Source: an optimization exercise on an open RTL-to-GDS flow (aim: small area, a short achievable clock period and few clock cycles per item). Production flows keep margins and buffers that such runs may drop. Only simulation tests tie the RTL to the original design; equivalence was not proved. Power is estimated from default activity; no workload was simulated.

$ cat design/flow/constraint.sdc
create_clock -name core_clock -period 10.0 [get_ports {clock}]
set_input_delay 2.0000 -clock core_clock [delete_from_list [all_inputs] [get_ports {clock}]]
set_output_delay 2.0000 -clock core_clock [all_outputs]
set_load 0.01 [all_outputs]
$ cat design/flow/design.v
`default_nettype none
package dtd_pkg;
   localparam int SAMPLE_W    = 16;
   localparam int SUM_W       = 41;
   localparam int LVL_W       = 32;
   localparam int ALPHA_W     = 16;
   localparam int RATIO_W     = 16;
   localparam int SILENCE_W   = 24;
   localparam int CSR_DATA_W  = 24;
   localparam int CSR_IDX_W   = 2;
   localparam logic [ALPHA_W-1:0]   ALPHA_RESET   = 16'd58982;
   localparam logic [RATIO_W-1:0]   RATIO_RESET   = 16'd128;
   localparam logic [SILENCE_W-1:0] SILENCE_RESET = 24'd11;
endpackage
`default_nettype wire
`default_nettype none
module dtd_fa (
   input  wire logic a,
   input  wire logic b,
   input  wire logic c,
   output logic      s,
   output logic      co
);
   assign s  = a ^ b ^ c;
   assign co = (a & b) | (a & c) | (b & c);
endmodule
module dtd_ha (
   input  wire logic a,
   input  wire logic b,
   output logic      s,
   output logic      co
);
   assign s  = a ^ b;
   assign co = a & b;
endmodule
module dtd_sq_tree (
   input  wire logic [14:0] y,
   input  wire logic        s,
   input  wire logic [40:0] a,
   input  wire logic [19:0]  ci,
   output logic [40:0]      o,
   output logic [19:0]       co
);
   wire sv = s;
   wire dg_0 = y[0];
   wire dg_1 = y[1];
   wire dg_2 = y[2];
   wire dg_3 = y[3];
   wire dg_4 = y[4];
   wire dg_5 = y[5];
   wire dg_6 = y[6];
   wire dg_7 = y[7];
   wire dg_8 = y[8];
   wire dg_9 = y[9];
   wire dg_10 = y[10];
   wire dg_11 = y[11];
   wire dg_12 = y[12];
   wire dg_13 = y[13];
   wire dg_14 = y[14];
   wire pp_0_1 = y[0] & y[1];
   wire pp_0_2 = y[0] & y[2];
   wire pp_0_3 = y[0] & y[3];
   wire pp_0_4 = y[0] & y[4];
   wire pp_0_5 = y[0] & y[5];
   wire pp_0_6 = y[0] & y[6];
   wire pp_0_7 = y[0] & y[7];
   wire pp_0_8 = y[0] & y[8];
   wire pp_0_9 = y[0] & y[9];
   wire pp_0_10 = y[0] & y[10];
   wire pp_0_11 = y[0] & y[11];
   wire pp_0_12 = y[0] & y[12];
   wire pp_0_13 = y[0] & y[13];
   wire pp_0_14 = y[0] & y[14];
   wire pp_1_2 = y[1] & y[2];
   wire pp_1_3 = y[1] & y[3];
   wire pp_1_4 = y[1] & y[4];
   wire pp_1_5 = y[1] & y[5];
   wire pp_1_6 = y[1] & y[6];
   wire pp_1_7 = y[1] & y[7];
   wire pp_1_8 = y[1] & y[8];
   wire pp_1_9 = y[1] & y[9];
   wire pp_1_10 = y[1] & y[10];
   wire pp_1_11 = y[1] & y[11];
   wire pp_1_12 = y[1] & y[12];
   wire pp_1_13 = y[1] & y[13];
   wire pp_1_14 = y[1] & y[14];
   wire pp_2_3 = y[2] & y[3];
   wire pp_2_4 = y[2] & y[4];
   wire pp_2_5 = y[2] & y[5];
   wire pp_2_6 = y[2] & y[6];
   wire pp_2_7 = y[2] & y[7];
   wire pp_2_8 = y[2] & y[8];
   wire pp_2_9 = y[2] & y[9];
   wire pp_2_10 = y[2] & y[10];
   wire pp_2_11 = y[2] & y[11];
   wire pp_2_12 = y[2] & y[12];
   wire pp_2_13 = y[2] & y[13];
   wire pp_2_14 = y[2] & y[14];
   wire pp_3_4 = y[3] & y[4];
   wire pp_3_5 = y[3] & y[5];
   wire pp_3_6 = y[3] & y[6];
   wire pp_3_7 = y[3] & y[7];
   wire pp_3_8 = y[3] & y[8];
   wire pp_3_9 = y[3] & y[9];
   wire pp_3_10 = y[3] & y[10];
   wire pp_3_11 = y[3] & y[11];
   wire pp_3_12 = y[3] & y[12];
   wire pp_3_13 = y[3] & y[13];
   wire pp_3_14 = y[3] & y[14];
   wire pp_4_5 = y[4] & y[5];
   wire pp_4_6 = y[4] & y[6];
   wire pp_4_7 = y[4] & y[7];
   wire pp_4_8 = y[4] & y[8];
   wire pp_4_9 = y[4] & y[9];
   wire pp_4_10 = y[4] & y[10];
   wire pp_4_11 = y[4] & y[11];
   wire pp_4_12 = y[4] & y[12];
   wire pp_4_13 = y[4] & y[13];
   wire pp_4_14 = y[4] & y[14];
   wire pp_5_6 = y[5] & y[6];
   wire pp_5_7 = y[5] & y[7];
   wire pp_5_8 = y[5] & y[8];
   wire pp_5_9 = y[5] & y[9];
   wire pp_5_10 = y[5] & y[10];
   wire pp_5_11 = y[5] & y[11];
   wire pp_5_12 = y[5] & y[12];
   wire pp_5_13 = y[5] & y[13];
   wire pp_5_14 = y[5] & y[14];
   wire pp_6_7 = y[6] & y[7];
   wire pp_6_8 = y[6] & y[8];
   wire pp_6_9 = y[6] & y[9];
   wire pp_6_10 = y[6] & y[10];
   wire pp_6_11 = y[6] & y[11];
   wire pp_6_12 = y[6] & y[12];
   wire pp_6_13 = y[6] & y[13];
   wire pp_6_14 = y[6] & y[14];
   wire pp_7_8 = y[7] & y[8];
   wire pp_7_9 = y[7] & y[9];
   wire pp_7_10 = y[7] & y[10];
   wire pp_7_11 = y[7] & y[11];
   wire pp_7_12 = y[7] & y[12];
   wire pp_7_13 = y[7] & y[13];
   wire pp_7_14 = y[7] & y[14];
   wire pp_8_9 = y[8] & y[9];
   wire pp_8_10 = y[8] & y[10];
   wire pp_8_11 = y[8] & y[11];
   wire pp_8_12 = y[8] & y[12];
   wire pp_8_13 = y[8] & y[13];
   wire pp_8_14 = y[8] & y[14];
   wire pp_9_10 = y[9] & y[10];
   wire pp_9_11 = y[9] & y[11];
   wire pp_9_12 = y[9] & y[12];
   wire pp_9_13 = y[9] & y[13];
   wire pp_9_14 = y[9] & y[14];
   wire pp_10_11 = y[10] & y[11];
   wire pp_10_12 = y[10] & y[12];
   wire pp_10_13 = y[10] & y[13];
   wire pp_10_14 = y[10] & y[14];
   wire pp_11_12 = y[11] & y[12];
   wire pp_11_13 = y[11] & y[13];
   wire pp_11_14 = y[11] & y[14];
   wire pp_12_13 = y[12] & y[13];
   wire pp_12_14 = y[12] & y[14];
   wire pp_13_14 = y[13] & y[14];
   wire cr_0 = s & y[0];
   wire cr_1 = s & y[1];
   wire cr_2 = s & y[2];
   wire cr_3 = s & y[3];
   wire cr_4 = s & y[4];
   wire cr_5 = s & y[5];
   wire cr_6 = s & y[6];
   wire cr_7 = s & y[7];
   wire cr_8 = s & y[8];
   wire cr_9 = s & y[9];
   wire cr_10 = s & y[10];
   wire cr_11 = s & y[11];
   wire cr_12 = s & y[12];
   wire cr_13 = s & y[13];
   wire cr_14 = s & y[14];
   wire n1, n2;
   dtd_ha u_n1 (.a(pp_0_11), .b(pp_1_10), .s(n1), .co(n2));
   wire n3, n4;
   dtd_fa u_n3 (.a(pp_0_13), .b(pp_1_12), .c(pp_2_11), .s(n3), .co(n4));
   wire n5, n6;
   dtd_ha u_n5 (.a(pp_0_14), .b(pp_1_13), .s(n5), .co(n6));
   wire n7, n8;
   dtd_fa u_n7 (.a(pp_1_14), .b(pp_2_13), .c(pp_3_12), .s(n7), .co(n8));
   wire n9, n10;
   dtd_ha u_n9 (.a(pp_0_5), .b(pp_1_4), .s(n9), .co(n10));
   wire n11, n12;
   dtd_fa u_n11 (.a(pp_0_7), .b(pp_1_6), .c(pp_2_5), .s(n11), .co(n12));
   wire n13, n14;
   dtd_ha u_n13 (.a(pp_0_8), .b(pp_1_7), .s(n13), .co(n14));
   wire n15, n16;
   dtd_fa u_n15 (.a(pp_0_9), .b(pp_1_8), .c(pp_2_7), .s(n15), .co(n16));
   wire n17, n18;
   dtd_fa u_n17 (.a(pp_3_6), .b(pp_4_5), .c(dg_5), .s(n17), .co(n18));
   wire n19, n20;
   dtd_fa u_n19 (.a(pp_0_10), .b(pp_1_9), .c(pp_2_8), .s(n19), .co(n20));
   wire n21, n22;
   dtd_ha u_n21 (.a(pp_3_7), .b(pp_4_6), .s(n21), .co(n22));
   wire n23, n24;
   dtd_fa u_n23 (.a(n1), .b(pp_2_9), .c(pp_3_8), .s(n23), .co(n24));
   wire n25, n26;
   dtd_fa u_n25 (.a(pp_4_7), .b(pp_5_6), .c(dg_6), .s(n25), .co(n26));
   wire n27, n28;
   dtd_ha u_n27 (.a(cr_11), .b(a[12]), .s(n27), .co(n28));
   wire n29, n30;
   dtd_fa u_n29 (.a(n2), .b(pp_0_12), .c(pp_1_11), .s(n29), .co(n30));
   wire n31, n32;
   dtd_fa u_n31 (.a(pp_2_10), .b(pp_3_9), .c(pp_4_8), .s(n31), .co(n32));
   wire n33, n34;
   dtd_fa u_n33 (.a(pp_5_7), .b(cr_12), .c(a[13]), .s(n33), .co(n34));
   wire n35, n36;
   dtd_fa u_n35 (.a(n3), .b(pp_3_10), .c(pp_4_9), .s(n35), .co(n36));
   wire n37, n38;
   dtd_fa u_n37 (.a(pp_5_8), .b(pp_6_7), .c(dg_7), .s(n37), .co(n38));
   wire n39, n40;
   dtd_fa u_n39 (.a(cr_13), .b(a[14]), .c(ci[6]), .s(n39), .co(n40));
   wire n41, n42;
   dtd_fa u_n41 (.a(n4), .b(n5), .c(pp_2_12), .s(n41), .co(n42));
   wire n43, n44;
   dtd_fa u_n43 (.a(pp_3_11), .b(pp_4_10), .c(pp_5_9), .s(n43), .co(n44));
   wire n45, n46;
   dtd_fa u_n45 (.a(pp_6_8), .b(cr_14), .c(a[15]), .s(n45), .co(n46));
   wire n47, n48;
   dtd_fa u_n47 (.a(n6), .b(n7), .c(pp_4_11), .s(n47), .co(n48));
   wire n49, n50;
   dtd_fa u_n49 (.a(pp_5_10), .b(pp_6_9), .c(pp_7_8), .s(n49), .co(n50));
   wire n51, n52;
   dtd_fa u_n51 (.a(dg_8), .b(a[16]), .c(ci[7]), .s(n51), .co(n52));
   wire n53, n54;
   dtd_fa u_n53 (.a(n8), .b(pp_2_14), .c(pp_3_13), .s(n53), .co(n54));
   wire n55, n56;
   dtd_fa u_n55 (.a(pp_4_12), .b(pp_5_11), .c(pp_6_10), .s(n55), .co(n56));
   wire n57, n58;
   dtd_ha u_n57 (.a(pp_7_9), .b(a[17]), .s(n57), .co(n58));
   wire n59, n60;
   dtd_fa u_n59 (.a(pp_3_14), .b(pp_4_13), .c(pp_5_12), .s(n59), .co(n60));
   wire n61, n62;
   dtd_fa u_n61 (.a(pp_6_11), .b(pp_7_10), .c(pp_8_9), .s(n61), .co(n62));
   wire n63, n64;
   dtd_fa u_n63 (.a(dg_9), .b(a[18]), .c(ci[8]), .s(n63), .co(n64));
   wire n65, n66;
   dtd_fa u_n65 (.a(pp_4_14), .b(pp_5_13), .c(pp_6_12), .s(n65), .co(n66));
   wire n67, n68;
   dtd_ha u_n67 (.a(pp_7_11), .b(pp_8_10), .s(n67), .co(n68));
   wire n69, n70;
   dtd_fa u_n69 (.a(pp_5_14), .b(pp_6_13), .c(pp_7_12), .s(n69), .co(n70));
   wire n71, n72;
   dtd_fa u_n71 (.a(pp_8_11), .b(pp_9_10), .c(dg_10), .s(n71), .co(n72));
   wire n73, n74;
   dtd_ha u_n73 (.a(pp_6_14), .b(pp_7_13), .s(n73), .co(n74));
   wire n75, n76;
   dtd_fa u_n75 (.a(pp_7_14), .b(pp_8_13), .c(pp_9_12), .s(n75), .co(n76));
   wire n77, n78;
   dtd_ha u_n77 (.a(pp_0_1), .b(dg_1), .s(n77), .co(n78));
   wire n79, n80;
   dtd_fa u_n79 (.a(pp_0_3), .b(pp_1_2), .c(dg_2), .s(n79), .co(n80));
   wire n81, n82;
   dtd_ha u_n81 (.a(pp_0_4), .b(pp_1_3), .s(n81), .co(n82));
   wire n83, n84;
   dtd_fa u_n83 (.a(n9), .b(pp_2_3), .c(dg_3), .s(n83), .co(n84));
   wire n85, n86;
   dtd_ha u_n85 (.a(cr_5), .b(a[6]), .s(n85), .co(n86));
   wire n87, n88;
   dtd_fa u_n87 (.a(n10), .b(pp_0_6), .c(pp_1_5), .s(n87), .co(n88));
   wire n89, n90;
   dtd_fa u_n89 (.a(pp_2_4), .b(cr_6), .c(a[7]), .s(n89), .co(n90));
   wire n91, n92;
   dtd_fa u_n91 (.a(n11), .b(pp_3_4), .c(dg_4), .s(n91), .co(n92));
   wire n93, n94;
   dtd_fa u_n93 (.a(cr_7), .b(a[8]), .c(ci[3]), .s(n93), .co(n94));
   wire n95, n96;
   dtd_fa u_n95 (.a(n12), .b(n13), .c(pp_2_6), .s(n95), .co(n96));
   wire n97, n98;
   dtd_fa u_n97 (.a(pp_3_5), .b(cr_8), .c(a[9]), .s(n97), .co(n98));
   wire n99, n100;
   dtd_fa u_n99 (.a(n14), .b(n15), .c(n17), .s(n99), .co(n100));
   wire n101, n102;
   dtd_fa u_n101 (.a(cr_9), .b(a[10]), .c(ci[4]), .s(n101), .co(n102));
   wire n103, n104;
   dtd_fa u_n103 (.a(n16), .b(n18), .c(n19), .s(n103), .co(n104));
   wire n105, n106;
   dtd_fa u_n105 (.a(n21), .b(cr_10), .c(a[11]), .s(n105), .co(n106));
   wire n107, n108;
   dtd_fa u_n107 (.a(n20), .b(n22), .c(n23), .s(n107), .co(n108));
   wire n109, n110;
   dtd_fa u_n109 (.a(n25), .b(n27), .c(ci[5]), .s(n109), .co(n110));
   wire n111, n112;
   dtd_fa u_n111 (.a(n24), .b(n26), .c(n28), .s(n111), .co(n112));
   wire n113, n114;
   dtd_fa u_n113 (.a(n29), .b(n31), .c(n33), .s(n113), .co(n114));
   wire n115, n116;
   dtd_fa u_n115 (.a(n30), .b(n32), .c(n34), .s(n115), .co(n116));
   wire n117, n118;
   dtd_fa u_n117 (.a(n35), .b(n37), .c(n39), .s(n117), .co(n118));
   wire n119, n120;
   dtd_fa u_n119 (.a(n36), .b(n38), .c(n40), .s(n119), .co(n120));
   wire n121, n122;
   dtd_fa u_n121 (.a(n41), .b(n43), .c(n45), .s(n121), .co(n122));
   wire n123, n124;
   dtd_fa u_n123 (.a(n42), .b(n44), .c(n46), .s(n123), .co(n124));
   wire n125, n126;
   dtd_fa u_n125 (.a(n47), .b(n49), .c(n51), .s(n125), .co(n126));
   wire n127, n128;
   dtd_fa u_n127 (.a(n48), .b(n50), .c(n52), .s(n127), .co(n128));
   wire n129, n130;
   dtd_fa u_n129 (.a(n53), .b(n55), .c(n57), .s(n129), .co(n130));
   wire n131, n132;
   dtd_fa u_n131 (.a(n54), .b(n56), .c(n58), .s(n131), .co(n132));
   wire n133, n134;
   dtd_fa u_n133 (.a(n59), .b(n61), .c(n63), .s(n133), .co(n134));
   wire n135, n136;
   dtd_fa u_n135 (.a(n60), .b(n62), .c(n64), .s(n135), .co(n136));
   wire n137, n138;
   dtd_fa u_n137 (.a(n65), .b(n67), .c(a[19]), .s(n137), .co(n138));
   wire n139, n140;
   dtd_fa u_n139 (.a(n66), .b(n68), .c(n69), .s(n139), .co(n140));
   wire n141, n142;
   dtd_fa u_n141 (.a(n71), .b(a[20]), .c(ci[9]), .s(n141), .co(n142));
   wire n143, n144;
   dtd_fa u_n143 (.a(n70), .b(n72), .c(n73), .s(n143), .co(n144));
   wire n145, n146;
   dtd_fa u_n145 (.a(pp_8_12), .b(pp_9_11), .c(a[21]), .s(n145), .co(n146));
   wire n147, n148;
   dtd_fa u_n147 (.a(n74), .b(n75), .c(pp_10_11), .s(n147), .co(n148));
   wire n149, n150;
   dtd_fa u_n149 (.a(dg_11), .b(a[22]), .c(ci[10]), .s(n149), .co(n150));
   wire n151, n152;
   dtd_fa u_n151 (.a(n76), .b(pp_8_14), .c(pp_9_13), .s(n151), .co(n152));
   wire n153, n154;
   dtd_ha u_n153 (.a(pp_10_12), .b(a[23]), .s(n153), .co(n154));
   wire n155, n156;
   dtd_fa u_n155 (.a(pp_9_14), .b(pp_10_13), .c(pp_11_12), .s(n155), .co(n156));
   wire n157, n158;
   dtd_fa u_n157 (.a(dg_12), .b(a[24]), .c(ci[11]), .s(n157), .co(n158));
   wire n159, n160;
   dtd_ha u_n159 (.a(pp_10_14), .b(pp_11_13), .s(n159), .co(n160));
   wire n161, n162;
   dtd_fa u_n161 (.a(pp_11_14), .b(pp_12_13), .c(dg_13), .s(n161), .co(n162));
   wire n163, n164;
   dtd_ha u_n163 (.a(n77), .b(cr_1), .s(n163), .co(n164));
   wire n165, n166;
   dtd_fa u_n165 (.a(n78), .b(pp_0_2), .c(cr_2), .s(n165), .co(n166));
   wire n167, n168;
   dtd_fa u_n167 (.a(n79), .b(cr_3), .c(a[4]), .s(n167), .co(n168));
   wire n169, n170;
   dtd_fa u_n169 (.a(n80), .b(n81), .c(cr_4), .s(n169), .co(n170));
   wire n171, n172;
   dtd_fa u_n171 (.a(n82), .b(n83), .c(n85), .s(n171), .co(n172));
   wire n173, n174;
   dtd_fa u_n173 (.a(n84), .b(n86), .c(n87), .s(n173), .co(n174));
   wire n175, n176;
   dtd_fa u_n175 (.a(n88), .b(n90), .c(n91), .s(n175), .co(n176));
   wire n177, n178;
   dtd_fa u_n177 (.a(n92), .b(n94), .c(n95), .s(n177), .co(n178));
   wire n179, n180;
   dtd_fa u_n179 (.a(n96), .b(n98), .c(n99), .s(n179), .co(n180));
   wire n181, n182;
   dtd_fa u_n181 (.a(n100), .b(n102), .c(n103), .s(n181), .co(n182));
   wire n183, n184;
   dtd_fa u_n183 (.a(n104), .b(n106), .c(n107), .s(n183), .co(n184));
   wire n185, n186;
   dtd_fa u_n185 (.a(n108), .b(n110), .c(n111), .s(n185), .co(n186));
   wire n187, n188;
   dtd_fa u_n187 (.a(n112), .b(n114), .c(n115), .s(n187), .co(n188));
   wire n189, n190;
   dtd_fa u_n189 (.a(n116), .b(n118), .c(n119), .s(n189), .co(n190));
   wire n191, n192;
   dtd_fa u_n191 (.a(n120), .b(n122), .c(n123), .s(n191), .co(n192));
   wire n193, n194;
   dtd_fa u_n193 (.a(n124), .b(n126), .c(n127), .s(n193), .co(n194));
   wire n195, n196;
   dtd_fa u_n195 (.a(n128), .b(n130), .c(n131), .s(n195), .co(n196));
   wire n197, n198;
   dtd_fa u_n197 (.a(n132), .b(n134), .c(n135), .s(n197), .co(n198));
   wire n199, n200;
   dtd_fa u_n199 (.a(n136), .b(n138), .c(n139), .s(n199), .co(n200));
   wire n201, n202;
   dtd_fa u_n201 (.a(n140), .b(n142), .c(n143), .s(n201), .co(n202));
   wire n203, n204;
   dtd_fa u_n203 (.a(n144), .b(n146), .c(n147), .s(n203), .co(n204));
   wire n205, n206;
   dtd_fa u_n205 (.a(n148), .b(n150), .c(n151), .s(n205), .co(n206));
   wire n207, n208;
   dtd_fa u_n207 (.a(n152), .b(n154), .c(n155), .s(n207), .co(n208));
   wire n209, n210;
   dtd_fa u_n209 (.a(n156), .b(n158), .c(n159), .s(n209), .co(n210));
   wire n211, n212;
   dtd_fa u_n211 (.a(n160), .b(n161), .c(a[26]), .s(n211), .co(n212));
   wire n213, n214;
   dtd_ha u_n213 (.a(n162), .b(pp_12_14), .s(n213), .co(n214));
   wire n215, n216;
   dtd_fa u_n215 (.a(pp_13_14), .b(dg_14), .c(a[28]), .s(n215), .co(n216));
   wire n217, n218;
   dtd_ha u_n217 (.a(dg_0), .b(sv), .s(n217), .co(n218));
   wire n219, n220;
   dtd_ha u_n219 (.a(cr_0), .b(a[1]), .s(n219), .co(n220));
   wire n221, n222;
   dtd_fa u_n221 (.a(n163), .b(a[2]), .c(ci[0]), .s(n221), .co(n222));
   wire n223, n224;
   dtd_fa u_n223 (.a(n164), .b(n165), .c(a[3]), .s(n223), .co(n224));
   wire n225, n226;
   dtd_fa u_n225 (.a(n166), .b(n167), .c(ci[1]), .s(n225), .co(n226));
   wire n227, n228;
   dtd_fa u_n227 (.a(n168), .b(n169), .c(a[5]), .s(n227), .co(n228));
   wire n229, n230;
   dtd_fa u_n229 (.a(n170), .b(n171), .c(ci[2]), .s(n229), .co(n230));
   wire n231, n232;
   dtd_fa u_n231 (.a(n172), .b(n173), .c(n89), .s(n231), .co(n232));
   wire n233, n234;
   dtd_fa u_n233 (.a(n174), .b(n175), .c(n93), .s(n233), .co(n234));
   wire n235, n236;
   dtd_fa u_n235 (.a(n176), .b(n177), .c(n97), .s(n235), .co(n236));
   wire n237, n238;
   dtd_fa u_n237 (.a(n178), .b(n179), .c(n101), .s(n237), .co(n238));
   wire n239, n240;
   dtd_fa u_n239 (.a(n180), .b(n181), .c(n105), .s(n239), .co(n240));
   wire n241, n242;
   dtd_fa u_n241 (.a(n182), .b(n183), .c(n109), .s(n241), .co(n242));
   wire n243, n244;
   dtd_fa u_n243 (.a(n184), .b(n185), .c(n113), .s(n243), .co(n244));
   wire n245, n246;
   dtd_fa u_n245 (.a(n186), .b(n187), .c(n117), .s(n245), .co(n246));
   wire n247, n248;
   dtd_fa u_n247 (.a(n188), .b(n189), .c(n121), .s(n247), .co(n248));
   wire n249, n250;
   dtd_fa u_n249 (.a(n190), .b(n191), .c(n125), .s(n249), .co(n250));
   wire n251, n252;
   dtd_fa u_n251 (.a(n192), .b(n193), .c(n129), .s(n251), .co(n252));
   wire n253, n254;
   dtd_fa u_n253 (.a(n194), .b(n195), .c(n133), .s(n253), .co(n254));
   wire n255, n256;
   dtd_fa u_n255 (.a(n196), .b(n197), .c(n137), .s(n255), .co(n256));
   wire n257, n258;
   dtd_fa u_n257 (.a(n198), .b(n199), .c(n141), .s(n257), .co(n258));
   wire n259, n260;
   dtd_fa u_n259 (.a(n200), .b(n201), .c(n145), .s(n259), .co(n260));
   wire n261, n262;
   dtd_fa u_n261 (.a(n202), .b(n203), .c(n149), .s(n261), .co(n262));
   wire n263, n264;
   dtd_fa u_n263 (.a(n204), .b(n205), .c(n153), .s(n263), .co(n264));
   wire n265, n266;
   dtd_fa u_n265 (.a(n206), .b(n207), .c(n157), .s(n265), .co(n266));
   wire n267, n268;
   dtd_fa u_n267 (.a(n208), .b(n209), .c(a[25]), .s(n267), .co(n268));
   wire n269, n270;
   dtd_fa u_n269 (.a(n210), .b(n211), .c(ci[12]), .s(n269), .co(n270));
   wire n271, n272;
   dtd_fa u_n271 (.a(n212), .b(n213), .c(a[27]), .s(n271), .co(n272));
   wire n273, n274;
   dtd_fa u_n273 (.a(n214), .b(n215), .c(ci[13]), .s(n273), .co(n274));
   wire n275, n276;
   dtd_ha u_n275 (.a(n216), .b(a[29]), .s(n275), .co(n276));
   wire n277, n278;
   dtd_ha u_n277 (.a(a[30]), .b(ci[14]), .s(n277), .co(n278));
   wire n279, n280;
   dtd_ha u_n279 (.a(n217), .b(a[0]), .s(n279), .co(n280));
   wire n281, n282;
   dtd_fa u_n281 (.a(n218), .b(n219), .c(n280), .s(n281), .co(n282));
   wire n283, n284;
   dtd_ha u_n283 (.a(n220), .b(n221), .s(n283), .co(n284));
   wire n285, n286;
   dtd_fa u_n285 (.a(n222), .b(n223), .c(n284), .s(n285), .co(n286));
   wire n287, n288;
   dtd_ha u_n287 (.a(n224), .b(n225), .s(n287), .co(n288));
   wire n289, n290;
   dtd_fa u_n289 (.a(n226), .b(n227), .c(n288), .s(n289), .co(n290));
   wire n291, n292;
   dtd_ha u_n291 (.a(n228), .b(n229), .s(n291), .co(n292));
   wire n293, n294;
   dtd_fa u_n293 (.a(n230), .b(n231), .c(n292), .s(n293), .co(n294));
   wire n295, n296;
   dtd_ha u_n295 (.a(n232), .b(n233), .s(n295), .co(n296));
   wire n297, n298;
   dtd_fa u_n297 (.a(n234), .b(n235), .c(n296), .s(n297), .co(n298));
   wire n299, n300;
   dtd_ha u_n299 (.a(n236), .b(n237), .s(n299), .co(n300));
   wire n301, n302;
   dtd_fa u_n301 (.a(n238), .b(n239), .c(n300), .s(n301), .co(n302));
   wire n303, n304;
   dtd_ha u_n303 (.a(n240), .b(n241), .s(n303), .co(n304));
   wire n305, n306;
   dtd_fa u_n305 (.a(n242), .b(n243), .c(n304), .s(n305), .co(n306));
   wire n307, n308;
   dtd_ha u_n307 (.a(n244), .b(n245), .s(n307), .co(n308));
   wire n309, n310;
   dtd_fa u_n309 (.a(n246), .b(n247), .c(n308), .s(n309), .co(n310));
   wire n311, n312;
   dtd_ha u_n311 (.a(n248), .b(n249), .s(n311), .co(n312));
   wire n313, n314;
   dtd_fa u_n313 (.a(n250), .b(n251), .c(n312), .s(n313), .co(n314));
   wire n315, n316;
   dtd_ha u_n315 (.a(n252), .b(n253), .s(n315), .co(n316));
   wire n317, n318;
   dtd_fa u_n317 (.a(n254), .b(n255), .c(n316), .s(n317), .co(n318));
   wire n319, n320;
   dtd_ha u_n319 (.a(n256), .b(n257), .s(n319), .co(n320));
   wire n321, n322;
   dtd_fa u_n321 (.a(n258), .b(n259), .c(n320), .s(n321), .co(n322));
   wire n323, n324;
   dtd_ha u_n323 (.a(n260), .b(n261), .s(n323), .co(n324));
   wire n325, n326;
   dtd_fa u_n325 (.a(n262), .b(n263), .c(n324), .s(n325), .co(n326));
   wire n327, n328;
   dtd_ha u_n327 (.a(n264), .b(n265), .s(n327), .co(n328));
   wire n329, n330;
   dtd_fa u_n329 (.a(n266), .b(n267), .c(n328), .s(n329), .co(n330));
   wire n331, n332;
   dtd_ha u_n331 (.a(n268), .b(n269), .s(n331), .co(n332));
   wire n333, n334;
   dtd_fa u_n333 (.a(n270), .b(n271), .c(n332), .s(n333), .co(n334));
   wire n335, n336;
   dtd_ha u_n335 (.a(n272), .b(n273), .s(n335), .co(n336));
   wire n337, n338;
   dtd_fa u_n337 (.a(n274), .b(n275), .c(n336), .s(n337), .co(n338));
   wire n339, n340;
   dtd_ha u_n339 (.a(n276), .b(n277), .s(n339), .co(n340));
   wire n341, n342;
   dtd_fa u_n341 (.a(n278), .b(a[31]), .c(n340), .s(n341), .co(n342));
   wire n343, n344;
   dtd_ha u_n343 (.a(a[32]), .b(ci[15]), .s(n343), .co(n344));
   wire n345, n346;
   dtd_ha u_n345 (.a(a[33]), .b(n344), .s(n345), .co(n346));
   wire n347, n348;
   dtd_ha u_n347 (.a(a[34]), .b(ci[16]), .s(n347), .co(n348));
   wire n349, n350;
   dtd_ha u_n349 (.a(a[35]), .b(n348), .s(n349), .co(n350));
   wire n351, n352;
   dtd_ha u_n351 (.a(a[36]), .b(ci[17]), .s(n351), .co(n352));
   wire n353, n354;
   dtd_ha u_n353 (.a(a[37]), .b(n352), .s(n353), .co(n354));
   wire n355, n356;
   dtd_ha u_n355 (.a(a[38]), .b(ci[18]), .s(n355), .co(n356));
   wire n357, n358;
   dtd_ha u_n357 (.a(a[39]), .b(n356), .s(n357), .co(n358));
   wire n359, n360;
   dtd_ha u_n359 (.a(a[40]), .b(ci[19]), .s(n359), .co(n360));
   assign o = {n359, n357, n355, n353, n351, n349, n347, n345, n343, n341, n339, n337, n335, n333, n331, n329, n327, n325, n323, n321, n319, n317, n315, n313, n311, n309, n307, n305, n303, n301, n299, n297, n295, n293, n291, n289, n287, n285, n283, n281, n279};
   assign co = {n358, n354, n350, n346, n342, n338, n334, n330, n326, n322, n318, n314, n310, n306, n302, n298, n294, n290, n286, n282};
endmodule
module dtd_resolve (
   input  wire logic [40:0] a,
   input  wire logic [19:0]  c,
   output logic [40:0]      r
);
   logic [20:0] cin;
   assign cin[0] = 1'b0;
   assign cin[1] = c[0] | (cin[0] & (&a[1:0]));
   assign cin[2] = c[1] | (cin[1] & (&a[3:2]));
   assign cin[3] = c[2] | (cin[2] & (&a[5:4]));
   assign cin[4] = c[3] | (cin[3] & (&a[7:6]));
   assign cin[5] = c[4] | (cin[4] & (&a[9:8]));
   assign cin[6] = c[5] | (cin[5] & (&a[11:10]));
   assign cin[7] = c[6] | (cin[6] & (&a[13:12]));
   assign cin[8] = c[7] | (cin[7] & (&a[15:14]));
   assign cin[9] = c[8] | (cin[8] & (&a[17:16]));
   assign cin[10] = c[9] | (cin[9] & (&a[19:18]));
   assign cin[11] = c[10] | (cin[10] & (&a[21:20]));
   assign cin[12] = c[11] | (cin[11] & (&a[23:22]));
   assign cin[13] = c[12] | (cin[12] & (&a[25:24]));
   assign cin[14] = c[13] | (cin[13] & (&a[27:26]));
   assign cin[15] = c[14] | (cin[14] & (&a[29:28]));
   assign cin[16] = c[15] | (cin[15] & (&a[31:30]));
   assign cin[17] = c[16] | (cin[16] & (&a[33:32]));
   assign cin[18] = c[17] | (cin[17] & (&a[35:34]));
   assign cin[19] = c[18] | (cin[18] & (&a[37:36]));
   assign cin[20] = c[19] | (cin[19] & (&a[39:38]));
   assign r[1:0] = a[1:0];
   assign r[3:2] = a[3:2] + 2'(cin[1]);
   assign r[5:4] = a[5:4] + 2'(cin[2]);
   assign r[7:6] = a[7:6] + 2'(cin[3]);
   assign r[9:8] = a[9:8] + 2'(cin[4]);
   assign r[11:10] = a[11:10] + 2'(cin[5]);
   assign r[13:12] = a[13:12] + 2'(cin[6]);
   assign r[15:14] = a[15:14] + 2'(cin[7]);
   assign r[17:16] = a[17:16] + 2'(cin[8]);
   assign r[19:18] = a[19:18] + 2'(cin[9]);
   assign r[21:20] = a[21:20] + 2'(cin[10]);
   assign r[23:22] = a[23:22] + 2'(cin[11]);
   assign r[25:24] = a[25:24] + 2'(cin[12]);
   assign r[27:26] = a[27:26] + 2'(cin[13]);
   assign r[29:28] = a[29:28] + 2'(cin[14]);
   assign r[31:30] = a[31:30] + 2'(cin[15]);
   assign r[33:32] = a[33:32] + 2'(cin[16]);
   assign r[35:34] = a[35:34] + 2'(cin[17]);
   assign r[37:36] = a[37:36] + 2'(cin[18]);
   assign r[39:38] = a[39:38] + 2'(cin[19]);
   assign r[40:40] = a[40:40] + 1'(cin[20]);
endmodule
`default_nettype wire
`default_nettype none
module dtd_div4 (
   input  wire logic [10:0] rem,
   input  wire logic [1:0]  nxt,
   input  wire logic [10:0] d,
   input  wire logic [12:0] d3,
   output logic [10:0]      rem_o,
   output logic [1:0]       q_o
);
   logic [12:0] t;
   logic [13:0] c1, c2, c3;
   assign t  = {rem, nxt};
   assign c1 = {1'b0, t} - {3'b0, d};
   assign c2 = {1'b0, t} - {2'b0, d, 1'b0};
   assign c3 = {1'b0, t} - {1'b0, d3};
   always_comb begin
      if (!c3[13]) begin
         q_o   = 2'd3;
         rem_o = c3[10:0];
      end else if (!c2[13]) begin
         q_o   = 2'd2;
         rem_o = c2[10:0];
      end else if (!c1[13]) begin
         q_o   = 2'd1;
         rem_o = c1[10:0];
      end else begin
         q_o   = 2'd0;
         rem_o = t[10:0];
      end
   end
endmodule
`default_nettype wire
`default_nettype none
module double_talk_detector_unit (
   input  wire logic         clock,
   input  wire logic         reset,
   input  wire logic         req_valid,
   output logic              req_ready,
   input  wire logic [15:0]  req_far_sample,
   input  wire logic [15:0]  req_mic_sample,
   input  wire logic         req_frame_end,
   output logic              rsp_valid,
   input  wire logic         rsp_ready,
   output logic [1:0]        rsp_talk_state,
   output logic              rsp_adapt_hold,
   input  wire logic         csr_write_enable,
   input  wire logic [1:0]   csr_index,
   input  wire logic [23:0]  csr_write_data
);
   localparam int NB = 20;    
   localparam logic [1:0] A_IDLE = 2'd0;
   localparam logic [1:0] A_DIV  = 2'd1;
   localparam logic [1:0] A_DONE = 2'd2;
   localparam logic [2:0] B_IDLE = 3'd0;
   localparam logic [2:0] B_FAR  = 3'd1;
   localparam logic [2:0] B_MIC  = 3'd2;
   localparam logic [2:0] B_RAT  = 3'd3;
   localparam logic [2:0] B_OUT  = 3'd4;
   logic [15:0]   alpha_ff;
   logic [15:0]   ratio_ff;
   logic [23:0]   silence_ff;
   logic          ready_ff;
   logic          in_v_ff, in_last_ff;
   logic [14:0]   in_fy_ff, in_my_ff;
   logic          in_fs_ff, in_ms_ff;
   logic [9:0]    cnt_ff, dcnt_ff;
   logic          full_ff;
   logic          clr_ff;
   logic [40:0]   fsum_ff, msum_ff;
   logic [NB-1:0] fcb_ff, mcb_ff;
   logic [1:0]    a_st_ff;
   logic [3:0]    a_cnt_ff;
   logic [10:0]   div_ff;
   logic [12:0]   div3_ff;
   logic [10:0]   frem_ff, mrem_ff;
   logic [29:0]   fq_ff, mq_ff;
   logic [2:0]    b_ph_ff;
   logic [3:0]    b_j_ff;
   logic [32:0]   acc_ff;
   logic          hit_ff;
   logic [30:0]   flvl_ff, mlvl_ff;
   logic          out_valid_ff;
   logic [1:0]    talk_ff;
   always_ff @(posedge clock) begin
      if (reset) begin
         alpha_ff   <= dtd_pkg::ALPHA_RESET;
         ratio_ff   <= dtd_pkg::RATIO_RESET;
         silence_ff <= dtd_pkg::SILENCE_RESET;
      end else if (csr_write_enable) begin
         case (csr_index)
            2'd0:    alpha_ff   <= csr_write_data[15:0];
            2'd1:    ratio_ff   <= csr_write_data[15:0];
            2'd2:    silence_ff <= csr_write_data;
            default: ;
         endcase
      end
   end
   logic          accept, keep_in, load, clr;
   logic [9:0]    cnt_in;
   logic [40:0]   fsum_in, msum_in, fsum_o, msum_o, fres, mres;
   logic [NB-1:0] fcb_in, mcb_in, fcb_o, mcb_o;
   logic          full_in;
   assign accept  = req_valid && ready_ff;
   assign cnt_in  = (in_v_ff && in_last_ff) ? 10'd0 : cnt_ff + {9'd0, in_v_ff};
   assign keep_in = accept && (req_frame_end || !(&cnt_in));
   assign clr     = clr_ff;
   assign fsum_in = clr ? 41'd0 : fsum_ff;
   assign msum_in = clr ? 41'd0 : msum_ff;
   assign fcb_in  = clr ? '0 : fcb_ff;
   assign mcb_in  = clr ? '0 : mcb_ff;
   dtd_sq_tree u_ftree (
      .y  (in_fy_ff),
      .s  (in_fs_ff),
      .a  (fsum_in),
      .ci (fcb_in),
      .o  (fsum_o),
      .co (fcb_o)
   );
   dtd_sq_tree u_mtree (
      .y  (in_my_ff),
      .s  (in_ms_ff),
      .a  (msum_in),
      .ci (mcb_in),
      .o  (msum_o),
      .co (mcb_o)
   );
   dtd_resolve u_fres (.a(fsum_ff), .c(fcb_ff), .r(fres));
   dtd_resolve u_mres (.a(msum_ff), .c(mcb_ff), .r(mres));
   assign full_in = (full_ff && !load) || (in_v_ff && in_last_ff);
   always_ff @(posedge clock) begin
      in_fy_ff   <= {15{keep_in}} & (req_far_sample[14:0] ^ {15{req_far_sample[15]}});
      in_fs_ff   <= keep_in & req_far_sample[15];
      in_my_ff   <= {15{keep_in}} & (req_mic_sample[14:0] ^ {15{req_mic_sample[15]}});
      in_ms_ff   <= keep_in & req_mic_sample[15];
      in_last_ff <= req_frame_end;
      fsum_ff    <= fsum_o;
      msum_ff    <= msum_o;
      fcb_ff     <= fcb_o;
      mcb_ff     <= mcb_o;
      if (in_v_ff && in_last_ff) begin
         dcnt_ff <= cnt_ff;
      end
      if (reset) begin
         in_v_ff <= 1'b0;
         cnt_ff  <= '0;
         full_ff <= 1'b0;
         clr_ff  <= 1'b1;
      end else begin
         in_v_ff <= keep_in;
         full_ff <= full_in;
         clr_ff  <= full_in && (a_st_in == A_IDLE);
         cnt_ff  <= cnt_in;
      end
   end
   logic [1:0]  a_st_in;
   logic [10:0] frem_o, mrem_o;
   logic [1:0]  fq_o, mq_o;
   logic        b_fin;
   assign load = full_ff && (a_st_ff == A_IDLE);
   dtd_div4 u_fdiv (
      .rem   (frem_ff),
      .nxt   (fq_ff[29:28]),
      .d     (div_ff),
      .d3    (div3_ff),
      .rem_o (frem_o),
      .q_o   (fq_o)
   );
   dtd_div4 u_mdiv (
      .rem   (mrem_ff),
      .nxt   (mq_ff[29:28]),
      .d     (div_ff),
      .d3    (div3_ff),
      .rem_o (mrem_o),
      .q_o   (mq_o)
   );
   always_comb begin
      a_st_in = a_st_ff;
      case (a_st_ff)
         A_IDLE:  if (full_ff) a_st_in = A_DIV;
         A_DIV:   if (a_cnt_ff == 4'd14) a_st_in = A_DONE;
         A_DONE:  if (b_fin) a_st_in = A_IDLE;
         default: a_st_in = A_IDLE;
      endcase
   end
   always_ff @(posedge clock) begin
      if (load) begin
         frem_ff  <= fres[40:30];
         fq_ff    <= fres[29:0];
         mrem_ff  <= mres[40:30];
         mq_ff    <= mres[29:0];
         div_ff   <= {1'b0, dcnt_ff} + 11'd2;
         div3_ff  <= {3'b0, dcnt_ff} + {2'b0, dcnt_ff, 1'b0} + 13'd6;
         a_cnt_ff <= '0;
      end else if (a_st_ff == A_DIV) begin
         frem_ff  <= frem_o;
         fq_ff    <= {fq_ff[27:0], fq_o};
         mrem_ff  <= mrem_o;
         mq_ff    <= {mq_ff[27:0], mq_o};
         a_cnt_ff <= a_cnt_ff + 4'd1;
      end
      if (reset) begin
         a_st_ff <= A_IDLE;
      end else begin
         a_st_ff <= a_st_in;
      end
   end
   logic [2:0]  b_ph_in;
   logic [3:0]  b_j_in;
   logic        out_free;
   logic        far_on, mic_on, hit;
   logic [1:0]  talk_new;
   typedef struct packed {
      logic yf1, yf2, ym1, ym2, yfq, ymq, yneg;
      logic xacc, xf, xm;
      logic ash, xr, hcap;
      logic wf, wm;
   } ctl_type;
   ctl_type     ctl_ff, ctl_in;
   logic [3:0]  bidx_in;
   logic [15:0] mval_in;
   logic [2:0]  trip_in;
   logic        d_one, d_two, d_neg;
   always_comb begin
      b_ph_in = b_ph_ff;
      b_j_in  = b_j_ff + 4'd1;
      case (b_ph_ff)
         B_IDLE: begin
            b_j_in = '0;
            if (a_st_ff == A_DONE) b_ph_in = B_FAR;
         end
         B_FAR, B_MIC, B_RAT: begin
            if (b_j_ff == 4'd10) begin
               b_j_in  = '0;
               b_ph_in = (b_ph_ff == B_FAR) ? B_MIC :
                         (b_ph_ff == B_MIC) ? B_RAT : B_OUT;
            end
         end
         B_OUT: begin
            b_j_in = '0;
            if (out_free) b_ph_in = B_IDLE;
         end
         default: begin
            b_j_in  = '0;
            b_ph_in = B_IDLE;
         end
      endcase
   end
   always_comb begin
      mval_in = (b_ph_ff == B_RAT) ? ratio_ff : alpha_ff;
      bidx_in = (b_ph_ff == B_RAT && b_j_ff >= 4'd5) ? b_j_ff - 4'd1 : b_j_ff;
      case (bidx_in)
         4'd0:    trip_in = {mval_in[1], mval_in[0], 1'b0};
         4'd1:    trip_in = mval_in[3:1];
         4'd2:    trip_in = mval_in[5:3];
         4'd3:    trip_in = mval_in[7:5];
         4'd4:    trip_in = mval_in[9:7];
         4'd5:    trip_in = mval_in[11:9];
         4'd6:    trip_in = mval_in[13:11];
         4'd7:    trip_in = mval_in[15:13];
         default: trip_in = {2'b00, mval_in[15]};
      endcase
      d_one = (trip_in == 3'b001) || (trip_in == 3'b010) ||
              (trip_in == 3'b101) || (trip_in == 3'b110);
      d_two = (trip_in == 3'b011) || (trip_in == 3'b100);
      d_neg = trip_in[2] && (trip_in != 3'b111);
      ctl_in = '0;
      case (b_ph_in)
         B_FAR, B_MIC: begin
            if (b_j_in == 4'd0) begin
               ctl_in.yfq  = (b_ph_in == B_FAR);
               ctl_in.ymq  = (b_ph_in == B_MIC);
               ctl_in.yneg = 1'b1;
               ctl_in.xf   = (b_ph_in == B_FAR);
               ctl_in.xm   = (b_ph_in == B_MIC);
               ctl_in.wf   = (b_ph_in == B_FAR);
               ctl_in.wm   = (b_ph_in == B_MIC);
            end else if (b_j_in == 4'd10) begin
               ctl_in.yfq  = (b_ph_in == B_FAR);
               ctl_in.ymq  = (b_ph_in == B_MIC);
               ctl_in.xacc = 1'b1;
               ctl_in.wf   = (b_ph_in == B_FAR);
               ctl_in.wm   = (b_ph_in == B_MIC);
            end else begin
               ctl_in.yf1  = d_one && (b_ph_in == B_FAR);
               ctl_in.yf2  = d_two && (b_ph_in == B_FAR);
               ctl_in.ym1  = d_one && (b_ph_in == B_MIC);
               ctl_in.ym2  = d_two && (b_ph_in == B_MIC);
               ctl_in.yneg = d_neg;
               ctl_in.xacc = (b_j_in != 4'd1);
               ctl_in.ash  = (b_j_in != 4'd9);
            end
         end
         B_RAT: begin
            if (b_j_in == 4'd0) begin
               ctl_in.xr   = 1'b1;
            end else if (b_j_in == 4'd5) begin
               ctl_in.ym1  = 1'b1;
               ctl_in.yneg = 1'b1;
               ctl_in.xacc = 1'b1;
            end else begin
               ctl_in.yf1  = d_one;
               ctl_in.yf2  = d_two;
               ctl_in.yneg = d_neg;
               ctl_in.xacc = 1'b1;
               ctl_in.ash  = (b_j_in != 4'd10);
               ctl_in.hcap = (b_j_in == 4'd10);
            end
         end
         default: ;
      endcase
   end
   logic [33:0] xop, ysel, yop, sum;
   assign xop  = ({34{ctl_ff.xacc}} & {acc_ff[32], acc_ff}) |
                 ({34{ctl_ff.xf}} & {{3{flvl_ff[30]}}, flvl_ff}) |
                 ({34{ctl_ff.xm}} & {{3{mlvl_ff[30]}}, mlvl_ff}) |
                 ({34{ctl_ff.xr}} & {18'd0, ratio_ff});
   assign ysel = ({34{ctl_ff.yf1}} & {{3{flvl_ff[30]}}, flvl_ff}) |
                 ({34{ctl_ff.yf2}} & {{2{flvl_ff[30]}}, flvl_ff, 1'b0}) |
                 ({34{ctl_ff.ym1}} & {{3{mlvl_ff[30]}}, mlvl_ff}) |
                 ({34{ctl_ff.ym2}} & {{2{mlvl_ff[30]}}, mlvl_ff, 1'b0}) |
                 ({34{ctl_ff.yfq}} & {4'd0, fq_ff}) |
                 ({34{ctl_ff.ymq}} & {4'd0, mq_ff});
   assign yop  = ysel ^ {34{ctl_ff.yneg}};
   assign sum  = xop + yop + {33'd0, ctl_ff.yneg};
   assign b_fin    = (b_ph_ff == B_MIC) && (b_j_ff == 4'd10);
   assign out_free = !out_valid_ff || rsp_ready;
   assign far_on   = (flvl_ff[29:0] > {6'd0, silence_ff});
   assign mic_on   = (mlvl_ff[29:0] > {6'd0, silence_ff});
   assign hit      = hit_ff;
   assign talk_new = (far_on && mic_on && hit) ? 2'd3 :
                     far_on ? 2'd1 :
                     mic_on ? 2'd2 : 2'd0;
   always_ff @(posedge clock) begin
      if (reset) begin
         ctl_ff <= '0;
      end else begin
         ctl_ff <= ctl_in;
      end
      if (ctl_ff.ash) begin
         acc_ff <= {sum[33], sum[33:2]};
      end else begin
         acc_ff <= sum[32:0];
      end
      if (ctl_ff.hcap) begin
         hit_ff <= sum[32];
      end
      if (reset) begin
         flvl_ff <= '0;
         mlvl_ff <= '0;
      end else begin
         if (ctl_ff.wf) flvl_ff <= sum[30:0];
         if (ctl_ff.wm) mlvl_ff <= sum[30:0];
      end
      if (reset) begin
         b_ph_ff      <= B_IDLE;
         b_j_ff       <= '0;
         out_valid_ff <= 1'b0;
      end else begin
         b_ph_ff <= b_ph_in;
         b_j_ff  <= b_j_in;
         if (b_ph_ff == B_OUT && out_free) begin
            out_valid_ff <= 1'b1;
            talk_ff      <= talk_new;
         end else if (rsp_ready) begin
            out_valid_ff <= 1'b0;
         end
      end
   end
   assign rsp_valid      = out_valid_ff;
   assign rsp_talk_state = talk_ff;
   assign rsp_adapt_hold = talk_ff[1];
   logic full1, idle1, full2, idle2;
   assign full1 = full_in;
   assign idle1 = (a_st_in == A_IDLE);
   assign full2 = (full1 && !idle1) || (keep_in && req_frame_end);
   assign idle2 = (idle1 && !full1) ||
                  (b_ph_in == B_MIC && b_j_in == 4'd10);
   always_ff @(posedge clock) begin
      if (reset) begin
         ready_ff <= 1'b1;
      end else begin
         ready_ff <= !(full2 && !idle2);
      end
   end
   assign req_ready = ready_ff;
endmodule
`default_nettype wire
$ cat design/flow/config.mk
export PLATFORM = sky130hd
export DESIGN_NAME = double_talk_detector_unit
export DESIGN_NICKNAME = double_talk_detector_unit
export VERILOG_FILES = /design/flow/design.v
export SDC_FILE = /design/flow/constraint.sdc
export NUM_CORES = 4
export LEC_CHECK = 0
export ABC_CLOCK_PERIOD_IN_PS = 3500
export CAP_MARGIN = 20
export CORE_MARGIN = 2
export CORE_UTILIZATION = 40
export PLACE_DENSITY = 0.6
export SLEW_MARGIN = 20
export SYNTH_HIERARCHICAL = 1
$ cat design/flow/flow/run.sh
#!/bin/bash
# The standard layout, with timing repair aiming below the clock period:
# repair_timing works to a setup slack of MARGIN ns at the design's clock.
set -euo pipefail
MARGIN=${MARGIN:-6.25}
bash standard.sh finish SETUP_SLACK_MARGIN=$MARGIN > flow.log 2>&1
$ cat design/flow/standard.sh
#!/bin/bash
# synth_recipe.tcl (not shown) runs the flow's synth.tcl, then flattens the netlist and writes it again
# the make line also repeats each setting of config.mk as NAME=value (left out here)
make -C /OpenROAD-flow-scripts/flow DESIGN_CONFIG=/design/flow/config.mk WORK_HOME=/design/flow/orfs CLKGATE_MAP_FILE= SYNTH_SCRIPT=/design/flow/synth_recipe.tcl "${@:-finish}"
==> results of run 1 <==
cell families after synthesis:
family	after synthesis	share of synthesized area [%]
adder cells (fa/ha/maj)	583	25.3
AO/OA/AOI/OAI	725	14.1
flip-flops	464	28.2
buffers and inverters	444	6.66
other	1	0.0101
multiplexers	158	4.58
AND/OR/NAND/NOR	1156	16.7
XOR/XNOR	191	4.51
cells in the mapped netlist, types with 13 or more instances:
library cell,count
a211oi_1,22
a21o_1,49
a21oi_1,157
a222oi_1,14
a22oi_1,124
a31o_2,13
a31oi_1,25
and2_1,210
and2_2,38
buf_1,15
buf_4,133
buf_6,39
clkbuf_1,101
dfxtp_1,347
edfxtp_1,117
fa_1,278
ha_1,305
inv_1,143
mux2_2,95
mux2i_1,63
nand2_1,263
nand2b_1,45
nand3_1,71
nand3b_1,32
nand4_1,33
nor2_1,189
nor2b_1,147
nor3_1,35
o211ai_1,19
o21a_1,30
o21ai_0,68
o21bai_1,20
o22ai_1,28
xnor2_1,107
xor2_1,84
cell type report:
| class | count | area [sq um] | share of cell area (%) |
|---|---|---|---|
| well taps | 1243 | 1560 | 3.86 |
| flip-flops and latches | 464 | 10500 | 26.2 |
| clock inverters | 32 | 422 | 1.05 |
| clock buffers | 74 | 1580 | 3.93 |
| multi-input cells | 2815 | 24400 | 60.5 |
| repair buffers | 132 | 1270 | 3.15 |
| inverters | 145 | 544 | 1.35 |
report_power, final:
| group | leakage, nW | internal (mW) | switching (mW) | total, mW |
|---|---|---|---|---|
| clock network | 0.978 | 1.33 | 0.883 | 2.21 |
| logic | 12.5 | 0.596 | 0.635 | 1.23 |
| registers | 3.93 | 2.12 | 0.224 | 2.35 |
| total | 17.4 | 4.05 | 1.74 | 5.79 |
what timing repair did:
| item | CTS | global route |
|---|---|---|
| setup endpoints to repair | 103 | 78 |
| gates resized for setup | 26 | 57 |
| pin swaps | 1 | 9 |
| setup buffers | 4 | 32 |
registers in the layout, summed over array words and instances, names as in the netlist, 12 cells and up:
signal,cells
acc_ff,33
alpha_ff,16
ctl_ff,13
div3_ff,12
fcb_ff,20
flvl_ff,31
fq_ff,30
fsum_ff,41
in_fy_ff,15
in_my_ff,15
mcb_ff,20
mlvl_ff,31
mq_ff,30
msum_ff,41
ratio_ff,16
silence_ff,24
stage by stage:
step                instance area (sq um)  setup WS [ps]  hold slack (ps)  instances  power (mW)
floorplan                           37200           6260              409       3723        3.52
global placement                    37700           5640              439       4761        3.59
detailed placement                  37700           5630              428       4762        3.61
CTS                                 39800           6240              454       4872        5.86
global route                        40300           6240              468       4905        6.14
finish                              40300           6350              447       4905        5.79
critical path, cell delays in order (launching register included):
cell     delay [ps]
dfxtp_4         410
and2_1          180
fa_1            510
fa_2            370
fa_2            580
fa_2            440
fa_1            410
ha_1            220
fa_1            420
per-module statistics from Yosys (local to each module, per instance):
module	cells	flip-flops and latches
dtd_resolve	108	0
double_talk_detector_unit	2192	464
dtd_sq_tree	197	0
dtd_div4	280	0
dtd_ha	1	0
dtd_fa	1	0
worst max-delay path by stage:
stage | startpoint | to | slack [ps] | cells after the start
2_1_floorplan | in_fy_ff[11] | fsum_ff[17] | 6260 | 10
3_3_place_gp | ctl_ff[9] | mlvl_ff[18] | 5640 | 14
4_1_cts | ctl_ff[14] | mlvl_ff[18] | 6240 | 15
3_5_place_dp | ctl_ff[9] | mlvl_ff[18] | 5630 | 14
5_1_grt | ctl_ff[12] | mlvl_ff[29] | 6240 | 14
6_report | in_my_ff[13] | msum_ff[17] | 6350 | 8
routing by layer:
metal | up-vias | global-route usage [%] | share of wire, %
met5 | - | 0 | 0
met4 | 0 | 6.01 | 3.1
met1 | 12900 | 27.2 | 46
li1 | 12700 | - | -
met2 | 620 | 31.9 | 47
met3 | 140 | 2.36 | 4.6
==> flow_summary.yaml, run 1 <==
synth:
  ys_warn_count: 8
  synth_seq_area_share_pct: 28.2
  syn_area_sq_um: 37100
  synthFlopType: "dfxtp_1"
  synth_edf_count: 117
  synth_top_area_share_pct: 18.7
  yosysTopAreaCell: "dfxtp_1"
  ys_top_cells_by_area: "dfxtp_1, fa_1, ha_1"
  ys_seq_elements: 464
  avgSynthCellArea_sq_um: 9.97
  synth-async-reset-ratio_pct: 0
  post_synth_num_cell_types: 107
  syn_inst: 3722
sta:
  worst_slew_pin_slew_ps: 997
  min_period_ps: 3650
  hold_viol_final: 0
  drv_slew: 0
  clock-skew-final_ps: 26.2
  max_freq_mhz: 274
  finalCritPeriodShare_pct: 36.5
  setup_viol: 0
  rsz0062_at_grt: "false"
  maxSlewHeadroom_pct: 33.5
  tns_ps: 0
finish:
  fin_util_pct: 43.9
  nets: 4261
  final_common_cell: "dfxtp_1"
  nFillCells: 8758
  num_antenna_cells: 0
  layout_common_cells: "dfxtp_1, ha_1, nand2_1"
  area_growth_pct: 8.54
  drive_gt1_share_pct: 12.2
detailed_routing:
  firstDrtPassIters: 6
  final_antenna_net_count: 0
  drt_wl_total_mm: 92.7
  num_vias: 26400
  drcViolationCount: 0
  viasPerCell: 5.39
  wire_per_inst_microns: 18.9
  drt_iter0_drc: 1971
global_route:
  grt_max_degree: 86
  track_usage_pct: 19.6
  grt_pass1_vias: 26200
  grt_pass1_wl_mm: 149
  overflow: 0
  grt_antenna_before_repair: 2
worst_hold_path:
  hold_path_depth: 0
  hold_start: "cnt_ff[0]"
  min_to: "dcnt_ff[0]"
  hold_path.class: "flip-flop to flip-flop"
power:
  power_density_nw_per_um2: 144
  peakVddDrop_mv: 0.157
  leakage_nw: 17.4
die:
  dieWidth_microns: 309
  rows: 111
  ios: 69
  dieArea_sq_um: 95200
  start_util_pct: 40.4
  coreArea_sq_um: 91800
  die_y_microns: 309
cts:
  h-tree-depth: 2
  clk_latency_ps: 630
  clk_path_buf_depth: 3
  clock-sinks: 464
  clk_pin_slew_ps: 60
  cts-root-buf: "clkbuf_16"
  numCtsBuffers: 56
  cts_tree: "built"
  holdBufCountCts: 0
worst_setup_path:
  endpoint_kind: "flip-flop"
  worstPathArrival_ps: 4150
  crit_fanout: 16
  critPathKind: "flip-flop to flip-flop"
  critPathRequiredTime_ps: 10500
  rr_startpoint: "in_my_ff[13]"
  reg2reg_slack_ps: 6350
  timing.rr.end: "msum_ff[17]"
  reg2reg_depth: 8
  startpoint_type: "flip-flop"
placement:
  port_buffers: 68
  gp_congestion: 0.891
  place.detailed.hpwl_mm: 67.8
run:
  cap_violations: 0
run_status:
  status: "finished clean"
Testbench counts, summed over its fixed seeds: cycles 29,390, items 384.
==> inputs of run 2 (changes only) <==
==> design/flow/flow/run.sh (replaced) <==
#!/bin/bash
# The standard layout, with timing repair aiming below the clock period:
# repair_timing works to a setup slack of MARGIN ns at the design's clock.
set -euo pipefail
MARGIN=${MARGIN:-6.75}
bash standard.sh finish SETUP_SLACK_MARGIN=$MARGIN > flow.log 2>&1
==> flow_summary.yaml, run 2 <==
run_status:
  status: "finished clean"
finish:
  layoutNonFillerInstCount: 5012
  area_growth_pct: 14.3
  top_regs: "fsum_ff: 41 flops, msum_ff: 41 flops, acc_ff: 33 flops"
  nets: 4368
  drive_gt1_share_pct: 20.6
  final_common_cell: "dfxtp_1"
  layout_common_cells: "dfxtp_1, ha_1, nand2_1"
synth:
  ys_warn_count: 8
  post_synth_num_cell_types: 107
  synthFlopType: "dfxtp_1"
  avgSynthCellArea_sq_um: 9.97
  syn_area_sq_um: 37100
  synth_top_area_share_pct: 18.7
  ys_top_cells_by_area: "dfxtp_1, fa_1, ha_1"
  synth_seq_area_share_pct: 28.2
  ys_top_cells_by_count: "dfxtp_1, ha_1, fa_1"
  synth-async-reset-ratio_pct: 0
  ys_seq_elements: 464
  yosysTopAreaCell: "dfxtp_1"
  synth_edf_count: 117
  synth.most_common_cell: "dfxtp_1"
  syn_inst: 3722
die:
  die_y_microns: 309
  ios: 69
  dieWidth_microns: 309
  rows: 111
  coreArea_sq_um: 91800
  start_util_pct: 40.4
  dieArea_sq_um: 95200
placement:
  place.detailed.hpwl_mm: 69.1
  port_buffers: 68
  placed_cells: 4759
  gp_congestion: 0.884
sta:
  maxSlewHeadroom_pct: 29.1
  rsz0062_at_grt: "true"
  min_period_ps: 3490
  finalCritPeriodShare_pct: 34.9
  drv_slew: 0
  clock-skew-final_ps: 27.6
  worst_slew_pin_slew_ps: 1060
  tns_ps: 0
  setup_viol: 0
  max_freq_mhz: 287
  hold_viol_final: 0
worst_hold_path:
  hold_path.class: "flip-flop to flip-flop"
worst_setup_path:
  cp_top_family: "compound AO/OA/AOI/OAI gates"
  startpoint_type: "flip-flop"
  max_stage_delay_ps: 370
  critPathKind: "flip-flop to flip-flop"
  crit_fanout: 31
  endpoint_kind: "flip-flop"
  worstPathArrival_ps: 3990
  crit_buf_inv: 4
  path_cells: "buf_6, a22oi_1, nand3_1, xnor2_1, ha_1, a21oi_2, nor2_1, a211oi_2, o211ai_2, a31oi_4, buf_4, buf_6, o21ai_2, xnor2_2, buf_4, mux2_4"
  slowest_stage: "ha_1"
  critPathRequiredTime_ps: 10500
detailed_routing:
  viasPerCell: 5.44
  num_vias: 27300
  drt_wl_total_mm: 99.4
  drcViolationCount: 0
  drt_iter0_drc: 1830
  firstDrtPassIters: 6
  final_antenna_net_count: 0
  wire_per_inst_microns: 19.8
power:
  power_density_nw_per_um2: 134
  peakVddDrop_mv: 0.145
  leakage_nw: 17.9
cts:
  numCtsBuffers: 55
  holdBufCountCts: 0
  clk_pin_slew_ps: 60
  cts-root-buf: "clkbuf_16"
  clock-sinks: 464
  cts_tree: "built"
  h-tree-depth: 2
  clk_path_buf_depth: 3
  clk_latency_ps: 630
global_route:
  overflow: 0
  grt_pass1_vias: 27400
  grt_max_degree: 93
  track_usage_pct: 20.8
  grt_pass1_wl_mm: 157
  grt_antenna_before_repair: 1
run:
  cap_violations: 0
## run 2: cell counts after synthesis
No cell type changed its count.
## run 2: worst paths after layout
path / from / to / slack (ps) / depth (start not counted)
min reg2reg: cnt_ff[0] / dcnt_ff[0] / 450 / 0
max reg2reg: ctl_ff[13] / acc_ff[19] / 6510 / 16
max: ctl_ff[13] / acc_ff[19] / 6510 / 16
min: cnt_ff[0] / dcnt_ff[0] / 450 / 0
## run 2: cell type report
cell class              count  area, sq um
fillers                  8604        49400
multi-input cells        2816        25400
clock buffers              73         1510
flip-flops and latches    464        10600
inverters                 145          544
clock inverters            31          270
diodes                      1         2.50
well taps                1243         1560
repair buffers            239         2540
## run 2: logic make-up (layout without fill, tap and decap cells)
logic type	after synthesis	after routing	synth area share, %
other	1	3	0.0101
AO/OA/AOI/OAI	725	725	14.1
multiplexers	158	158	4.58
AND/OR/NAND/NOR	1156	1157	16.7
buffers and inverters	444	488	6.66
adder cells (fa/ha/maj)	583	583	25.3
XOR/XNOR	191	191	4.51
flip-flops	464	464	28.2
## run 2: per-module statistics from Yosys, one instance, submodules excluded
module / flip-flops and latches / cells inside
double_talk_detector_unit: 464 / 2192
dtd_div4: 0 / 280
dtd_fa: 0 / 1
dtd_ha: 0 / 1
dtd_resolve: 0 / 108
dtd_sq_tree: 0 / 197
## run 2: report_power, final
group | internal [mW] | total (mW) | switching, mW
Clock | 1.16 | 2.00 | 0.840
Sequential | 2.12 | 2.33 | 0.213
Combinational | 0.655 | 1.34 | 0.681
Total | 3.94 | 5.67 | 1.73
## run 2: worst reg2reg max path, stage by stage (launching register included)
cell and delay (ps):
dfxtp_1 320, buf_6 210, a22oi_1 220, nand3_1 120, xnor2_1 150, ha_1 370, a21oi_2 160, nor2_1 60
a211oi_2 330, o211ai_2 170, a31oi_4 340, buf_4 170, buf_6 120, o21ai_2 80, xnor2_2 150, buf_4 150
mux2_4 250
## run 2: stage by stage
stage	util [%]	worst slack, ps	instance area [sq um]	hold slack (ps)	total power [mW]
2_1_floorplan	-	6400	37400	409	3.56
3_3_place_gp	41.3	5920	37900	442	3.62
3_5_place_dp	41.3	5900	37900	446	3.65
4_1_cts	45.4	6500	41700	451	5.72
5_1_grt	46.2	6360	42400	478	6.02
6_report	46.2	6510	42400	449	5.67
## run 2: what timing repair did
item                                    4_1_cts  5_1_grt
gates resized for setup                     247      111
pin swaps                                   128       83
setup buffers                               113       21
cloned                                       11        3
endpoints found under the setup margin      229      188
## run 2: routing by layer
layer	up-vias	GRT usage, %	wire, microns
met5	-	0	0
met4	0	7.90	4110
met2	788	33.7	45600
met3	172	2.71	5100
li1	12900	-	-
met1	13400	28.2	44500
==> inputs of run 3 (changes only) <==
==> design/flow/flow/run.sh (replaced) <==
#!/bin/bash
# The standard layout, with timing repair aiming below the clock period:
# repair_timing works to a setup slack of MARGIN ns at the design's clock.
set -euo pipefail
MARGIN=${MARGIN:-6.5}
bash standard.sh finish SETUP_SLACK_MARGIN=$MARGIN > flow.log 2>&1
==> flow_summary.yaml, run 3 <==
run_status:
  status: "finished clean"
placement:
  pre_cts_slack_ps: 5660
  placed_cells: 4760
  place.detailed.hpwl_mm: 68.2
  port_buffers: 68
  gp_congestion: 0.921
  place_area_sq_um: 37800
synth:
  synth-simple-area-share_pct: 16.7
  yosysTopAreaCell: "dfxtp_1"
  synth_edf_count: 117
  synth_mux_area_share_pct: 4.58
  synth_compound_gate_area_share_pct: 14.1
  synthFlopType: "dfxtp_1"
  ys_top_cells_by_area: "dfxtp_1, fa_1, ha_1"
  syn_area_sq_um: 37100
  synth_seq_area_share_pct: 28.2
  synth-xor-area-share_pct: 4.51
  avgSynthCellArea_sq_um: 9.97
  synth-async-reset-ratio_pct: 0
  synthAdderAreaFrac_pct: 25.3
  ys_seq_elements: 464
  post_synth_num_cell_types: 107
  ys_top_cells_by_count: "dfxtp_1, ha_1, fa_1"
  synth.most_common_cell: "dfxtp_1"
  synth_top_family_by_area: "adder cells"
  synth_top_area_share_pct: 18.7
  ys_warn_count: 8
  syn_inst: 3722
die:
  rows: 111
  start_util_pct: 40.4
  ios: 69
  dieArea_sq_um: 95200
  die_y_microns: 309
  coreArea_sq_um: 91800
  dieWidth_microns: 309
power:
  p_sw_share_pct: 30.2
  p_seq_share_pct: 40.9
  peakVddDrop_mv: 0.136
  power.switching_mw: 1.72
  p_int_mw: 3.99
  clock_power_share_pct: 36.7
  power_density_nw_per_um2: 140
  combPwrFrac_pct: 22.3
  leakage_nw: 17.5
finish:
  nets: 4288
  num_antenna_cells: 0
  nFillCells: 8790
  layout_common_cells: "dfxtp_1, ha_1, nand2_1"
  drive_gt1_share_pct: 14.9
  area_growth_pct: 9.96
  fin_util_pct: 44.4
  layoutNonFillerInstCount: 4931
  design_area_sq_um: 40800
  final_common_cell: "dfxtp_1"
  top_regs: "fsum_ff: 41 flops, msum_ff: 41 flops, acc_ff: 33 flops"
global_route:
  grt_max_degree: 79
  grt_pass1_vias: 26600
  track_usage_pct: 20.1
  grt_pass1_wl_mm: 151
  overflow: 0
  grt_antenna_before_repair: 2
worst_setup_path:
  reg2reg_depth: 8
  timing.rr.end: "fsum_ff[19]"
  max_stage_delay_ps: 540
  cp_common_cell: "fa_2"
  reg2reg_slack_ps: 6510
  path_cells: "and2_4, fa_2, fa_2, fa_1, fa_2, fa_1, ha_2, fa_2"
  endpoint_kind: "flip-flop"
  crit_fanout: 4
  critPathKind: "flip-flop to flip-flop"
  crit_path_start: "in_fy_ff[12]"
  worstPathArrival_ps: 4060
  slowest_stage: "fa_2"
  startpoint_type: "flip-flop"
  cp-endpoint: "fsum_ff[19]"
  critPathRequiredTime_ps: 10570
  rr_startpoint: "in_fy_ff[12]"
sta:
  finalCritPeriodShare_pct: 34.9
  drv_slew: 0
  maxSlewHeadroom_pct: 31.3
  setup_viol: 0
  clock-skew-final_ps: 24.1
  hold_viol_final: 0
  tns_ps: 0
  rsz0062_at_grt: "true"
  min_period_ps: 3490
  max_freq_mhz: 287
  layout_setup_ws_ps: 6510
  worst_slew_pin_slew_ps: 1030
cts:
  clk_latency_ps: 630
  cts_tree: "built"
  holdBufCountCts: 0
  clk_pin_slew_ps: 60
  h-tree-depth: 2
  cts-root-buf: "clkbuf_16"
  numCtsBuffers: 55
  clock-sinks: 464
  clk_path_buf_depth: 3
detailed_routing:
  final_antenna_net_count: 0
  drcViolationCount: 0
  num_vias: 26600
  drt_wl_total_mm: 95.5
  wire_per_inst_microns: 19.4
  firstDrtPassIters: 6
  viasPerCell: 5.40
  drt_iter0_drc: 2070
run:
  cap_violations: 0
worst_hold_path:
  hold_path.class: "flip-flop to flip-flop"
run 3: cell counts after synthesis:
No cell type changed its count.
run 3: area by class of cell:
class	count	area (sq um)	area share, %
clock buffers	78	1610	3.93
clock inverters	26	283	0.693
inverters	145	548	1.34
multi-input cells	2815	24600	60.4
flip-flops and latches	464	10600	25.9
well taps	1243	1560	3.81
repair buffers	160	1590	3.89
run 3: through the flow:
| step | hold WS [ps] | power [mW] |
|---|---|---|
| 3_5_place_dp | 423 | 3.63 |
| 3_3_place_gp | 437 | 3.60 |
| 5_1_grt | 453 | 6.06 |
| 6_report | 446 | 5.71 |
| 4_1_cts | 448 | 5.78 |
| 2_1_floorplan | 409 | 3.54 |
run 3: power by group through the flow:
stage	Sequential [mW]	Combinational [mW]	Clock [mW]
floorplan	2.29	1.25	0
global route	2.36	1.47	2.22
finish	2.34	1.28	2.10
global placement	2.40	1.20	0
detailed placement	2.40	1.23	0
CTS	2.34	1.29	2.15
run 3: timing repair:
action | in CTS | in global routing
cloned | 1 | 2
pin swaps | 9 | 52
setup endpoints to repair | 148 | 109
setup buffers | 42 | 22
gates resized for setup | 84 | 69
hold endpoints to repair | 0 | 0
run 3: cells by family after synthesis:
family	count (synthesis)
compound gates	725
xor+xnor	191
fa+ha+maj	583
buf+inv	444
flops	464
mux	158
other cells	1
simple gates	1156
run 3: worst min-delay path by stage:
stage / start / to / depth (start not counted)
2_1_floorplan: cnt_ff[2] / dcnt_ff[2] / 0
3_3_place_gp: ctl_ff[2] / hit_ff / 0
3_5_place_dp: ctl_ff[2] / hit_ff / 0
4_1_cts: ctl_ff[2] / hit_ff / 0
5_1_grt: ctl_ff[2] / hit_ff / 0
6_report: ctl_ff[2] / hit_ff / 0
run 3: worst max-delay path: cells and delay by family, from the launching register on:
kind                       cells  cell delay, ps
adders and majority gates      7            2900
DFF                            1             370
and+or+nand+nor                1             160
run 3: Yosys stat by module (local to each module, per instance):
module                     flops+latches  times used  area [sq um]  cells inside
dtd_sq_tree                            0           2          1410           197
double_talk_detector_unit            464           1         21900          2192
dtd_ha                                 0          90          12.5             1
dtd_resolve                            0           2           885           108
dtd_fa                                 0         270          20.0             1
dtd_div4                               0           2          2050           280
run 3: per-layer routing:
layer	track usage, %	wire, microns	vias up
li1	-	-	12800
met1	27.0	42700	13000
met2	32.8	43900	700
met3	2.94	5260	162
met4	7.19	3650	2
met5	0	11	-
